This is an optimization exercise on Yosys and OpenROAD, whose aim is small area and a short achievable clock period, not a production implementation. Function was checked by simulation only, so behaviour that the tests miss may differ from the original. Power is estimated from default activity; no workload was simulated. No driver is modelled on the clock port, so clocking that relies on it looks cheaper here than on a real chip.

==> flow/design.v <==
package rf_pkg;
  localparam int unsigned DataWidth = 32;
  localparam int unsigned IntgWidth = 7;
  localparam int unsigned WordWidth = DataWidth + IntgWidth;
  localparam int unsigned AddrWidth = 5;
  localparam logic [IntgWidth*DataWidth-1:0] IntgMask = {
    32'h0810_2040,   
    32'h0408_1020,
    32'h0204_0810,
    32'h8102_0408,
    32'h4081_0204,
    32'h2040_8102,
    32'h1020_4081    
  };
endpackage
module rf_intg_check (
  input  logic [rf_pkg::WordWidth-1:0] word_i,
  output logic                         err_o
);
  logic [rf_pkg::DataWidth-1:0] data;
  logic [rf_pkg::IntgWidth-1:0] intg;
  logic [rf_pkg::IntgWidth-1:0] intg_calc;
  assign data = word_i[rf_pkg::DataWidth-1:0];
  assign intg = word_i[rf_pkg::WordWidth-1:rf_pkg::DataWidth];
  always_comb begin
    for (int k = 0; k < rf_pkg::IntgWidth; k++) begin
      intg_calc[k] = ^(data & rf_pkg::IntgMask[32*k +: 32]);
    end
  end
  assign err_o = (intg_calc != intg);
endmodule
module rf_regs #(
  parameter int unsigned NumRegs = 32
) (
  input  logic                         clk_i,
  input  logic                         rst_ni,
  input  logic                         we_i,
  input  logic [rf_pkg::AddrWidth-1:0] waddr_i,
  input  logic [rf_pkg::WordWidth-1:0] wdata_i,
  input  logic                         re_i,
  input  logic [rf_pkg::AddrWidth-1:0] raddr_i,
  output logic [rf_pkg::WordWidth-1:0] rdata_o
);
  logic [rf_pkg::WordWidth-1:0] regs_q [1:NumRegs-1];
  logic [NumRegs-1:1]           valid_q;
  logic [NumRegs-1:1]           we_dec;
  logic [NumRegs-1:1]           re_dec;
  for (genvar i = 1; i < NumRegs; i++) begin : gen_regs
    assign we_dec[i] = we_i & (waddr_i == rf_pkg::AddrWidth'(i));
    always_ff @(posedge clk_i or negedge rst_ni) begin
      if (!rst_ni) begin
        valid_q[i] <= 1'b0;
      end else if (we_dec[i]) begin
        valid_q[i] <= 1'b1;
      end
    end
    always_ff @(posedge clk_i) begin
      if (we_dec[i]) begin
        regs_q[i] <= wdata_i;
      end
    end
  end
  always_comb begin
    rdata_o = '0;
    for (int i = 1; i < NumRegs; i++) begin
      re_dec[i] = re_i & valid_q[i] & (raddr_i == rf_pkg::AddrWidth'(i));
      rdata_o   = rdata_o | ({rf_pkg::WordWidth{re_dec[i]}} & regs_q[i]);
    end
  end
endmodule
module rf_ctrl (
  input  logic                         clk_i,
  input  logic                         rst_ni,
  input  logic                         acc_req_i,
  input  logic                         acc_we_i,
  output logic                         acc_gnt_o,
  output logic                         acc_rvalid_o,
  output logic [rf_pkg::DataWidth-1:0] acc_rdata_o,
  output logic                         acc_err_o,
  output logic                         core_sleep_o,
  output logic                         alert_major_o,
  output logic                         rf_we_o,
  output logic                         rf_re_o,
  input  logic [rf_pkg::WordWidth-1:0] rf_rdata_i
);
  logic                         gnt;
  logic                         rvalid_q;
  logic [rf_pkg::WordWidth-1:0] rword_q;
  logic                         intg_err;
  logic                         alert_q;
  assign gnt       = acc_req_i & ~rvalid_q;
  assign acc_gnt_o = gnt;
  assign rf_we_o = gnt & acc_we_i;
  assign rf_re_o = gnt & ~acc_we_i;
  always_ff @(posedge clk_i or negedge rst_ni) begin
    if (!rst_ni) begin
      rvalid_q <= 1'b0;
      rword_q  <= '0;
    end else begin
      rvalid_q <= gnt;
      rword_q  <= rf_rdata_i;
    end
  end
  rf_intg_check u_intg_check (
    .word_i(rword_q),
    .err_o (intg_err)
  );
  assign acc_rvalid_o = rvalid_q;
  assign acc_rdata_o  = rword_q[rf_pkg::DataWidth-1:0];
  assign acc_err_o    = intg_err;
  always_ff @(posedge clk_i or negedge rst_ni) begin
    if (!rst_ni) begin
      alert_q <= 1'b0;
    end else begin
      alert_q <= alert_q | intg_err;
    end
  end
  assign alert_major_o = alert_q;
  assign core_sleep_o  = ~acc_req_i & ~rvalid_q;
endmodule
module rf_top #(
  parameter int unsigned NumRegs = 32
) (
  input  logic                         clk_i,
  input  logic                         rst_ni,
  input  logic                         acc_req_i,
  output logic                         acc_gnt_o,
  input  logic                         acc_we_i,
  input  logic [rf_pkg::AddrWidth-1:0] acc_addr_i,
  input  logic [rf_pkg::DataWidth-1:0] acc_wdata_i,
  input  logic [rf_pkg::IntgWidth-1:0] acc_wintg_i,
  output logic                         acc_rvalid_o,
  output logic [rf_pkg::DataWidth-1:0] acc_rdata_o,
  output logic                         acc_err_o,
  output logic                         core_sleep_o,
  output logic                         alert_major_o
);
  logic                         rf_we;
  logic                         rf_re;
  logic [rf_pkg::WordWidth-1:0] rf_rdata;
  rf_ctrl u_ctrl (
    .clk_i        (clk_i),
    .rst_ni       (rst_ni),
    .acc_req_i    (acc_req_i),
    .acc_we_i     (acc_we_i),
    .acc_gnt_o    (acc_gnt_o),
    .acc_rvalid_o (acc_rvalid_o),
    .acc_rdata_o  (acc_rdata_o),
    .acc_err_o    (acc_err_o),
    .core_sleep_o (core_sleep_o),
    .alert_major_o(alert_major_o),
    .rf_we_o      (rf_we),
    .rf_re_o      (rf_re),
    .rf_rdata_i   (rf_rdata)
  );
  rf_regs #(
    .NumRegs(NumRegs)
  ) u_regs (
    .clk_i  (clk_i),
    .rst_ni (rst_ni),
    .we_i   (rf_we),
    .waddr_i(acc_addr_i),
    .wdata_i({acc_wintg_i, acc_wdata_i}),
    .re_i   (rf_re),
    .raddr_i(acc_addr_i),
    .rdata_o(rf_rdata)
  );
endmodule
==> flow/config.mk <==
export PLATFORM = sky130hd
export DESIGN_NAME = rf_top
export DESIGN_NICKNAME = rf_top
export VERILOG_FILES = /design/flow/design.v
export SDC_FILE = /design/flow/constraint.sdc
export NUM_CORES = 4
export LEC_CHECK = 0
export CAP_MARGIN = 10
export CORE_MARGIN = 2
export CORE_UTILIZATION = 55
export CTS_BUF_LIST = sky130_fd_sc_hd__clkbuf_16
export CTS_CLUSTER_DIAMETER = 80
export CTS_CLUSTER_SIZE = 32
export SLEW_MARGIN = 10
==> flow/constraint.sdc <==
create_clock -name core_clock -period 15.0 [get_ports {clk_i}]
set_input_delay 3.0000 -clock core_clock [delete_from_list [all_inputs] [get_ports {clk_i}]]
set_output_delay 3.0000 -clock core_clock [all_outputs]
set_load 0.01 [all_outputs]
standard.sh (not shown) runs the stock make flow with config.mk's settings and CLKGATE_MAP_FILE= SYNTH_SCRIPT=/design/flow/synth_recipe.tcl, a recipe that flattens the netlist after the stock synthesis.
==> flow/flow/run.sh <==
#!/bin/bash
# Standard layout, with
# - the final ABC mapping of synthesis aimed at area (flow/synth_area.tcl),
# - the port buffers made plain buffers,
# - clock tree synthesis without dummy loads,
# - the timing repair aimed at a slack margin so it works below the 15 ns
#   constraint.
# All tool output goes to standard.log here and ORFS's logs under orfs/logs.
set -euo pipefail
export AREA_ABC=$(pwd)/flow/area.abc
bash standard.sh \
  SYNTH_SCRIPT=$(pwd)/flow/synth_area.tcl \
  SETUP_SLACK_MARGIN=8.8 \
  "CTS_ARGS=-sink_clustering_enable -repair_clock_nets -dont_use_dummy_load -sink_clustering_size 32 -sink_clustering_max_diameter 80 -buf_list sky130_fd_sc_hd__clkbuf_16" \
  "BUFFER_PORTS_ARGS=-buffer_cell sky130_fd_sc_hd__buf_2" \
  finish > standard.log 2>&1
==> flow/flow/area.abc <==
&get -n
&st
&dc2
&syn3
&dch -f
&nf -a -R 1000
&put
==> flow/flow/synth_area.tcl <==
# The standard synthesis (synth_recipe.tcl), except that the final ABC
# mapping uses an area-oriented script (area.abc, named by AREA_ABC)
proc synth {args} { yosys synth -nofsm -noshare {*}$args }
proc abc {args} {
  set i [lsearch -exact $args -script]
  if { $i >= 0 } {
    lset args [expr { $i + 1 }] $::env(AREA_ABC)
  }
  yosys abc {*}$args
}
source $::env(SCRIPTS_DIR)/synth.tcl
# left out here: clear keep_hierarchy, flatten, clean up, hide names made inside functions, write 1_2_yosys.v
The baseline completed without violations.
Next try:
--- a/flow/flow/run.sh
+++ b/flow/flow/run.sh
@@ -5 +4,0 @@
-# - clock tree synthesis without dummy loads,
@@ -13,2 +12 @@
-  SETUP_SLACK_MARGIN=8.8 \
-  "CTS_ARGS=-sink_clustering_enable -repair_clock_nets -dont_use_dummy_load -sink_clustering_size 32 -sink_clustering_max_diameter 80 -buf_list sky130_fd_sc_hd__clkbuf_16" \
+  SETUP_SLACK_MARGIN=8.75 \
Settings changed: CAP_MARGIN 10 to 30, CORE_UTILIZATION 55 to 40, CTS_CLUSTER_SIZE 32 to 30, SLEW_MARGIN 10 to 30.
What happened:
- The new run completed without violations
- cell area climbs by 2.1%
- clock-buffer cell count climbs by 4
- register-to-register slack got worse by 0.05 ns
- power climbs by 2.8%
- synthesized area is unchanged
- setup slack got worse by 0.017 ns
- cell count climbs by 14%
- clock power climbs by about 9%
- fmax barely changes
- utilization drops by 15 points
Next try:
--- a/flow/flow/run.sh
+++ b/flow/flow/run.sh
@@ -4,0 +5 @@
+# - clock tree synthesis without dummy loads,
@@ -12 +13,2 @@
-  SETUP_SLACK_MARGIN=8.75 \
+  SETUP_SLACK_MARGIN=8.8 \
+  "CTS_ARGS=-sink_clustering_enable -repair_clock_nets -dont_use_dummy_load -sink_clustering_size 30 -sink_clustering_max_diameter 80 -buf_list sky130_fd_sc_hd__clkbuf_16" \
Settings changed: CAP_MARGIN 30 to 10, CORE_UTILIZATION 40 to 55, SLEW_MARGIN 30 to 10.
Register-to-register slack improved by 0.08 ns.
Count of clock-buffer cells in the layout came out lower by 2.
Sequential share of layout area came out higher by 1.5 points.
Next try:
==> flow/run.sh (new file) <==
#!/bin/bash
# synth_recipe.tcl (not shown) runs the flow's synth.tcl, then flattens the netlist and writes it again
# the make line also repeats each setting of config.mk as NAME=value (left out here)
make -C /OpenROAD-flow-scripts/flow DESIGN_CONFIG=/design/flow/config.mk WORK_HOME=/design/flow/orfs CLKGATE_MAP_FILE= SYNTH_SCRIPT=/design/flow/synth_recipe.tcl finish
Settings changed: CAP_MARGIN 10 to 30, CORE_UTILIZATION 55 to 40, CTS_BUF_LIST sky130_fd_sc_hd__clkbuf_16 to not set, CTS_CLUSTER_DIAMETER 80 to not set, CTS_CLUSTER_SIZE 30 to not set, SLEW_MARGIN 10 to 30.
removed: flow/flow/run.sh
removed: flow/flow/area.abc
removed: flow/flow/synth_area.tcl
removed: flow/standard.sh
Hold slack loses 0.013 ns.
Global-route usage came out lower by 9.3 points.
Worst setup slack is worse by 1.0 ns.
Synthesized area came out higher by 4.7%.
Cell count rose by 29%.
Via count came out higher by 10%.
Sequential power hardly moves.
Wire length goes up by 6.0%.
Combinational power grows by 110%.

========
Setup of before:
// rf_top: RTL as listed in full above, without the edits since
Settings: LEC_CHECK=0, CAP_MARGIN=10, CORE_MARGIN=2, CORE_UTILIZATION=55, CTS_BUF_LIST=sky130_fd_sc_hd__clkbuf_16, CTS_CLUSTER_DIAMETER=80, CTS_CLUSTER_SIZE=30, SLEW_MARGIN=10; clock period 15.0 ns.
==> flow/flow/run.sh <==
#!/bin/bash
# Standard layout, with
# - the final ABC mapping of synthesis aimed at area (flow/synth_area.tcl),
# - the port buffers made plain buffers,
# - clock tree synthesis without dummy loads,
# - the timing repair aimed at a slack margin so it works below the 15 ns
#   constraint.
# All tool output goes to standard.log here and ORFS's logs under orfs/logs.
set -euo pipefail
export AREA_ABC=$(pwd)/flow/area.abc
bash standard.sh \
  SYNTH_SCRIPT=$(pwd)/flow/synth_area.tcl \
  SETUP_SLACK_MARGIN=8.8 \
  "CTS_ARGS=-sink_clustering_enable -repair_clock_nets -dont_use_dummy_load -sink_clustering_size 30 -sink_clustering_max_diameter 80 -buf_list sky130_fd_sc_hd__clkbuf_16" \
  "BUFFER_PORTS_ARGS=-buffer_cell sky130_fd_sc_hd__buf_2" \
  finish > standard.log 2>&1
==> flow/flow/area.abc <==
&get -n
&st
&dc2
&syn3
&dc2
&syn3
&dch -f
&nf -a -R 1000
&put
==> flow/flow/synth_area.tcl <==
# The standard synthesis (synth_recipe.tcl), except that the final ABC
# mapping uses an area-oriented script (area.abc, named by AREA_ABC)
proc synth {args} { yosys synth -nofsm -noshare {*}$args }
proc abc {args} {
  set i [lsearch -exact $args -script]
  if { $i >= 0 } {
    lset args [expr { $i + 1 }] $::env(AREA_ABC)
  }
  yosys abc {*}$args
}
source $::env(SCRIPTS_DIR)/synth.tcl
# left out here: clear keep_hierarchy, flatten, clean up, hide names made inside functions, write 1_2_yosys.v
Per the final summary, before finished and its layout is clean on timing, DRC and antenna.
Relative to before, the following input files were edited for after:
- changing CAP_MARGIN from 10 to 30
- changing CORE_UTILIZATION from 55 to 40
- changing SLEW_MARGIN from 10 to 30
==> flow/flow/run.sh <==
#!/bin/bash
# Standard layout, with the port buffers made plain buffers and the timing
# repair aimed at a slack margin so it works below the 15 ns constraint.
set -euo pipefail
bash standard.sh \
  SETUP_SLACK_MARGIN=8.5 \
  "BUFFER_PORTS_ARGS=-buffer_cell sky130_fd_sc_hd__buf_2" \
  finish > standard.log 2>&1
removed: flow/flow/area.abc
removed: flow/flow/synth_area.tcl
[summary]
Going from before to after, cell-internal power now larger, multi-input gate area in the final layout now larger, multi-input combinational cell count now larger, worst setup slack now smaller. Compared after against before; power per cell area within noise. Re worst supply voltage drop on vdd: before was higher than after. Side by side, clock power share turned out higher in after than in before. Of before and after, the run reporting the lower wire length of the first global-routing pass was before.

========
Setup of run 1:
// rf_top: RTL as listed in full above, without the edits since
export LEC_CHECK = 0
export CAP_MARGIN = 10
export CORE_MARGIN = 2
export CORE_UTILIZATION = 55
export CTS_BUF_LIST = sky130_fd_sc_hd__clkbuf_16
export CTS_CLUSTER_DIAMETER = 80
export CTS_CLUSTER_SIZE = 30
export SLEW_MARGIN = 10
create_clock -name core_clock -period 15.0 [get_ports {clk_i}]
==> flow/flow/run.sh <==
#!/bin/bash
# Standard layout, with
# - the final ABC mapping of synthesis aimed at area (flow/synth_area.tcl),
# - the port buffers made plain buffers,
# - the timing repair aimed at a slack margin so it works below the 15 ns
#   constraint.
# All tool output goes to standard.log here and ORFS's logs under orfs/logs.
set -euo pipefail
export AREA_ABC=$(pwd)/flow/area.abc
bash standard.sh \
  SYNTH_SCRIPT=$(pwd)/flow/synth_area.tcl \
  SETUP_SLACK_MARGIN=8.8 \
  "BUFFER_PORTS_ARGS=-buffer_cell sky130_fd_sc_hd__buf_2" \
  finish > standard.log 2>&1
==> flow/flow/area.abc <==
&get -n
&st
&dc2
&syn3
&dch -f
&nf -a -R 1000
&put
==> flow/flow/synth_area.tcl <==
# The standard synthesis (synth_recipe.tcl), except that the final ABC
# mapping uses an area-oriented script (area.abc, named by AREA_ABC)
proc synth {args} { yosys synth -nofsm -noshare {*}$args }
proc abc {args} {
  set i [lsearch -exact $args -script]
  if { $i >= 0 } {
    lset args [expr { $i + 1 }] $::env(AREA_ABC)
  }
  yosys abc {*}$args
}
source $::env(SCRIPTS_DIR)/synth.tcl
# left out here: clear keep_hierarchy, flatten, clean up, hide names made inside functions, write 1_2_yosys.v
Modified inputs, run 2 compared to run 1
- CAP_MARGIN: 10 -> 30
- SLEW_MARGIN: 10 -> 30
- CORE_UTILIZATION: 55 -> 40
-- flow/flow/run.sh --
<<< run 1, line 10
bash standard.sh \
  SYNTH_SCRIPT=$(pwd)/flow/synth_area.tcl \
  SETUP_SLACK_MARGIN=8.8 \
  "BUFFER_PORTS_ARGS=-buffer_cell sky130_fd_sc_hd__buf_2" \
  finish > standard.log 2>&1
>>> run 2, line 10
bash standard.sh \
  SYNTH_SCRIPT=$(pwd)/flow/synth_area.tcl \
  SETUP_SLACK_MARGIN=8.5 \
  "BUFFER_PORTS_ARGS=-buffer_cell sky130_fd_sc_hd__buf_2" \
  finish > standard.log 2>&1
[summary]
- Diff run 1 -> run 2: global-route wire length before repair climbed 0.41%, share of cell area taken by flip-flops and latches dropped 0.93 points.
- Higher slew at the pin closest to its max-slew limit among run 2 and run 1: run 1
- Run 2 gives more initial antenna violation count than run 1 did.
- Run 2 against run 1: detailed-routed wire length on met3 higher, buffer count from post-CTS setup fixing lower.
What run 3 does differently from run 2 at the input level:
- CTS_CLUSTER_DIAMETER changed from 80 to 60
- CTS_CLUSTER_SIZE changed from 30 to 16
- CTS_BUF_LIST changed from sky130_fd_sc_hd__clkbuf_16 to sky130_fd_sc_hd__clkbuf_8
==> flow/flow/run.sh <==
#!/bin/bash
# Standard layout, with the port buffers made plain buffers and the timing
# repair aimed at a slack margin so it works below the 15 ns constraint.
set -euo pipefail
bash standard.sh \
  SETUP_SLACK_MARGIN=8.5 \
  "BUFFER_PORTS_ARGS=-buffer_cell sky130_fd_sc_hd__buf_2" \
  finish > standard.log 2>&1
removed: flow/flow/area.abc
removed: flow/flow/synth_area.tcl
Results
The utilization number comes out higher for run 2 vs run 3. Compared to run 2, run 3 shows a narrower setup margin. Per the comparison of run 3 with run 2, mean instance size in the synthesized netlist shows a reduction of about 14%, global-route usage went down.
Input changes introduced in run 4 (baseline for comparison: run 3):
- swapping 16 for 30 in CTS_CLUSTER_SIZE
- swapping 60 for 80 in CTS_CLUSTER_DIAMETER
- swapping 30 for 10 in SLEW_MARGIN
- swapping 40 for 55 in CORE_UTILIZATION
- swapping sky130_fd_sc_hd__clkbuf_8 for sky130_fd_sc_hd__clkbuf_16 in CTS_BUF_LIST
- swapping 30 for 10 in CAP_MARGIN
==> flow/flow/run.sh <==
#!/bin/bash
# Standard layout, with
# - the final ABC mapping of synthesis aimed at area (flow/synth_area.tcl),
# - the port buffers made plain buffers,
# - the timing repair aimed at a slack margin so it works below the 15 ns
#   constraint.
# All tool output goes to standard.log here and ORFS's logs under orfs/logs.
set -euo pipefail
export AREA_ABC=$(pwd)/flow/area.abc
bash standard.sh \
  SYNTH_SCRIPT=$(pwd)/flow/synth_area.tcl \
  SETUP_SLACK_MARGIN=8.5 \
  "BUFFER_PORTS_ARGS=-buffer_cell sky130_fd_sc_hd__buf_2" \
  finish > standard.log 2>&1
==> flow/flow/area.abc (new file) <==
&get -n
&st
&dc2
&syn3
&dch -f
&nf -a -R 1000
&put
==> flow/flow/synth_area.tcl (new file) <==
# The standard synthesis (synth_recipe.tcl), except that the final ABC
# mapping uses an area-oriented script (area.abc, named by AREA_ABC)
proc synth {args} { yosys synth -nofsm -noshare {*}$args }
proc abc {args} {
  set i [lsearch -exact $args -script]
  if { $i >= 0 } {
    lset args [expr { $i + 1 }] $::env(AREA_ABC)
  }
  yosys abc {*}$args
}
source $::env(SCRIPTS_DIR)/synth.tcl
# left out here: clear keep_hierarchy, flatten, clean up, hide names made inside functions, write 1_2_yosys.v
--- outcome ---
Run 4 vs. run 3: worst setup slack went up by 0.0052 ns.
Initial core utilization, run 4 and run 3: smaller value in run 3
The count of clock buffers in the final design number comes out lower for run 4 vs run 3.
After detailed routing, run 3 needs more wire than run 4.
Of run 4 and run 3, the lower final instance area belongs to run 4.
Run 4 and run 3 ended up with nearly the same maximum frequency.
Number of remaining DRC errors: run 3 vs run 4 identical
Run 3 ran to completion and came out clean on the timing, design-rule and antenna checks.
Per the final summary, run 4 finished and its layout is clean on timing, DRC and antenna.
In the reports for run 4 and run 3, the larger simple-gate portion of the synthesized area belongs to run 3.
Number of placed instances with taps included: run 4 < run 3
Compared to run 3, run 4 has post-route total power 5.7% lower.
Input-level comparison between run 5 and run 4:
- CORE_UTILIZATION now 65, was 55
- PLACE_DENSITY now 0.75, previously not set
==> flow/flow/run.sh <==
#!/bin/bash
# Standard layout, with
# - the final ABC mapping of synthesis aimed at area (flow/synth_area.tcl),
# - the port buffers made plain buffers,
# - clock tree synthesis without dummy loads,
# - the timing repair aimed at a slack margin so it works below the 15 ns
#   constraint.
# All tool output goes to standard.log here and ORFS's logs under orfs/logs.
set -euo pipefail
export AREA_ABC=$(pwd)/flow/area.abc
bash standard.sh \
  SYNTH_SCRIPT=$(pwd)/flow/synth_area.tcl \
  SETUP_SLACK_MARGIN=8.8 \
  "CTS_ARGS=-sink_clustering_enable -repair_clock_nets -dont_use_dummy_load -sink_clustering_size 30 -sink_clustering_max_diameter 80 -buf_list sky130_fd_sc_hd__clkbuf_16" \
  "BUFFER_PORTS_ARGS=-buffer_cell sky130_fd_sc_hd__buf_2" \
  finish > standard.log 2>&1
==> comparison <==
Cell count of the worst reg-to-reg path sits higher in run 5 than in run 4. Routed wire length delta for run 5 relative to run 4: 6.3% lower. Measured against run 4, the vertical die dimension of run 5 comes out at 0.921 times the reference value. Comparing run 4 against run 5, there is no change at all in number of multi-input combinational cells. Run 4 -> run 5: post-DP HPWL decreased by a few percent. Comparing the two runs side by side, run 5 comes out ahead of run 4 on power. Summary of run 5 over run 4: final area moved down, fraction of power consumed by combinational cells level. The lower number of placed instances, taps included of run 5 and run 4 is in run 5.

[static timing again, ports no longer ideal]
The flow's constraints put no driver on any port. The routed layouts listed below were extracted and timed again, unchanged, in two steps. Step 1: set_driving_cell puts a clkbuf_16 on clk_i and a buf_2 on each other input, an assumption about the parent block. Step 2 also shifts input and output timing later by t, the mid clock arrival at the registers, as if the neighbouring blocks saw the same clock. Slacks: ideal / step 1 / step 2; pairs: ideal / step 1.
run	t (ns)	setup WS [ns]	slew at the worst register clock pin (ns)	worst slew at a driven data input, ns
the first run of note 1	0.712	8.673 / 8.640 / 8.638	0.12 / 0.12	0.14
the second run of note 1	0.728	8.656 / 8.607 / 8.607	0.12 / 0.12	0.15
the third run of note 1	0.693	8.673 / 8.640 / 8.640	0.11 / 0.11	0.15
the fourth run of note 1	0.794	7.670 / 7.643 / 7.643	0.07 / 0.07	0.20
before	0.713	8.668 / 8.629 / 8.545	0.11 / 0.11	0.13
after	0.739	8.558 / 8.535 / 8.348	0.12 / 0.12	0.21
run 1	0.705	8.673 / 8.640 / 8.611	0.12 / 0.12	0.15
run 2	0.724	8.643 / 8.621 / 8.621	0.12 / 0.12	0.13
run 3	0.833	8.561 / 8.537 / 8.317	0.11 / 0.11	0.20
run 4	0.723	8.566 / 8.540 / 8.540	0.12 / 0.12	0.13
run 5	0.700	8.667 / 8.624 / 8.624	0.11 / 0.11	0.13
After both steps every run listed still meets setup and hold. For run 3, which loses most, drivers alone change the setup slack by -0.024 ns; drivers and shift together by -0.244 ns.
